What follows belongs to an exercise in optimizing a design on an open flow for a short achievable clock period and few clock cycles; a production flow would make more cautious choices.
The RTL was checked by simulation tests, not by an equivalence proof against the original design.

==> run a <==
## dcacheTop
module dcacheTop (
  input  logic              CLK,
  input  logic              rstN,
  input  logic              dmemRen,
  input  logic              dmemWen,
  input  logic              halt,
  input  logic              memWait,
  input  logic              ccWait,
  input  logic              ccInv,
  input  dcachePkg::memWord dmemAddr,
  input  dcachePkg::memWord dmemStore,
  input  dcachePkg::memWord memLoad,
  input  dcachePkg::memWord ccSnoopAddr,
  output dcachePkg::memWord dmemLoad,
  output dcachePkg::memWord memAddr,
  output dcachePkg::memWord memStore,
  output logic              dHit,
  output logic              memRen,
  output logic              memWen,
  output logic              ccTrans,
  output logic              ccWrite,
  output logic              ccDone,
  output logic              flushed
);
==> flow/config.mk <==
export PLATFORM = sky130hd
export DESIGN_NAME = dcacheTop
export DESIGN_NICKNAME = dcacheTop
export VERILOG_FILES = /design/flow/design.v
export SDC_FILE = /design/flow/constraint.sdc
export NUM_CORES = 4
export LEC_CHECK = 0
export CAP_MARGIN = 20
export CORE_MARGIN = 2
export CORE_UTILIZATION = 55
export SETUP_SLACK_MARGIN = 3.5
export SLEW_MARGIN = 20
==> flow/constraint.sdc <==
create_clock -name core_clock -period 6.0 [get_ports {CLK}]
set_input_delay 1.2000 -clock core_clock [delete_from_list [all_inputs] [get_ports {CLK}]]
set_output_delay 1.2000 -clock core_clock [all_outputs]
set_load 0.01 [all_outputs]
standard.sh (not shown) runs the stock make flow with config.mk's settings and CLKGATE_MAP_FILE= SYNTH_SCRIPT=/design/flow/synth_recipe.tcl, a recipe that flattens the netlist after the stock synthesis.
==> flow/flow/run.sh <==
#!/bin/bash
# Standard ORFS layout, with two changes to how it sizes cells: port buffers
# are real buffers (not the delay cells buffer_ports picks by default) and
# repair may swap a cell for one of another footprint.
set -euo pipefail
bash standard.sh synth > synth.log 2>&1
bash standard.sh MATCH_CELL_FOOTPRINT=0 \
  "BUFFER_PORTS_ARGS=-buffer_cell sky130_fd_sc_hd__buf_4" finish > layout.log 2>&1
==> run b: changes against run a <==
--- a/flow/design.v
+++ b/flow/design.v
@@ -68,13 +68,13 @@
   logic          anyDirtyR, anyRestR;
   logic          memRenR, memWenR, ccTransR, ccWriteR;
   logic          nDHitR, nCcDoneR, nFlushedR, nCLastR, nSLastR, nFLastR;
   logic          fwdR;                       
   logic          fwd2R;                      
   logic          doStoreR, doInvR;           
-  logic [WW-1:0] memAddrR, memStoreR, dLoadR;
+  logic [WW-1:0] memAddrR, memStoreR, nDLoadR;    
   logic [IW-1:0] cIdx, sIdx;
   logic          cW, cpuReq;
   logic [LW-1:0] cLine, sLine;
   logic [NS-1:0] cEq, sEq;
   logic          cHit, cDirty, sHit, sDirty;
   assign cIdx   = dmemAddr[3 +: IW];
@@ -117,14 +117,14 @@
   assign ccWrite  = ccWriteR;
   assign memAddr  = memAddrR;
   assign memStore = memStoreR;
   assign dHit     = !(nDHitR && (memWait || nCLastR));
   assign ccDone   = !(nCcDoneR && (memWait || nSLastR));
   assign flushed  = !(nFlushedR && (memWait || nFLastR));
-  assign dmemLoad[WW/2-1:0]  = ({(WW/2){fwdR}}  & memLoad[WW/2-1:0])  | dLoadR[WW/2-1:0];
-  assign dmemLoad[WW-1:WW/2] = ({(WW/2){fwd2R}} & memLoad[WW-1:WW/2]) | dLoadR[WW-1:WW/2];
+  assign dmemLoad[WW/2-1:0]  = ~(~({(WW/2){fwdR}}  & memLoad[WW/2-1:0])  & nDLoadR[WW/2-1:0]);
+  assign dmemLoad[WW-1:WW/2] = ~(~({(WW/2){fwd2R}} & memLoad[WW-1:WW/2]) & nDLoadR[WW-1:WW/2]);
   logic bDone;                      
   logic iC, iS, iH;                 
   logic cKeep, cUpg, cWb, cRd, sWb;
   logic lastDone;                   
   logic fMore, fEnd;                
   assign bDone    = !memWait;
@@ -194,13 +194,13 @@
                 ({WW{sWb0 && bDone}}  & w1Arr[cIdx]) |
                 ({WW{sSwb0 && bDone}} & w1Arr[sIdx]) |
                 ({WW{sFwb0 && bDone}} & w1Arr[fIdx]) |
                 ({WW{hold || (sWb1 && bDone) || (sRd0 && bDone)}} & memStoreR);
     dLoadN = ({WW{sIdle}}                   & (cW ? w1Arr[cIdx] : w0Arr[cIdx])) |
              ({WW{sRd0 && bDone && dmemRen && !cW}} & memLoad) |
-             ({WW{!sIdle && !(sRd0 && bDone)}}      & dLoadR);
+             ({WW{!sIdle && !(sRd0 && bDone)}}      & ~nDLoadR);
     fIdxN = sFbeg ? fFirstR : (fMore ? fNextR : fIdx);
   end
   always_ff @(posedge CLK or negedge rstN)
   begin
     if (!rstN)
     begin
@@ -270,13 +270,13 @@
     end
   end
   always_ff @(posedge CLK)
   begin
     memAddrR  <= memAddrN;
     memStoreR <= memStoreN;
-    dLoadR    <= dLoadN;
+    nDLoadR   <= ~dLoadN;
     fwdR      <= fwdN;
     fwd2R     <= fwd2N;
   end
   always_ff @(posedge CLK or negedge rstN)
   begin
     if (!rstN)
==> flow_summary.json <==
{
  "cpLargestDelayFamily": "compound AO/OA/AOI/OAI gates",
  "p_sw_uw": 7180,
  "gp_congestion": 1.06,
  "whs_ns": 0.479,
  "preCtsSetupSlack_ns": 1.68,
  "hold_start": "memAddrR[5]",
  "seq-power_uw": 7670,
  "status": "finished clean",
  "relSlewSlack_pct": 23.5
}
[end of results for run a]
==> flow_summary.json <==
{
  "p_sw_uw": 7440,
  "preCtsSetupSlack_ns": 1.50,
  "relSlewSlack_pct": 12.5,
  "whs_ns": 0.459,
  "status": "finished clean",
  "seq-power_uw": 7740,
  "cpLargestDelayFamily": "flip-flops"
}
[end of results for run b]
Testbench counts of run a, summed over its fixed seeds: cycles 12,828.
Testbench counts of run b, summed over its fixed seeds: cycles 12,828.

[what the ideal ports hide]
How much do the figures lean on ideal ports? The routed layouts below were timed once more, with nothing changed but the port constraints.
Step 1 sets driving cells, clkbuf_16 on the clock port and buf_2 on the other inputs (assumed; they add their load-dependent delay and slew).
Step 2 adds t to the input delays and takes it off the output delays; t is the mean of the earliest and latest rising clock arrival at the registers after step 1. Input paths then give back, and output paths get back, about the clock's delay inside the block.
Three values: no drivers, after step 1, after step 2; two values: the first two.
run	t, ns	slack for setup (ns)	worst setup path after step 2	pins driven straight from the clock port
run a	0.776	3.128 / 3.060 / 2.374	input to register	1
run b	0.788	3.095 / 3.017 / 2.356	input to register	1
After both steps setup and hold are still met in every run listed. For run a, which loses most, drivers alone change the setup slack by -0.068 ns; drivers and shift together by -0.754 ns.
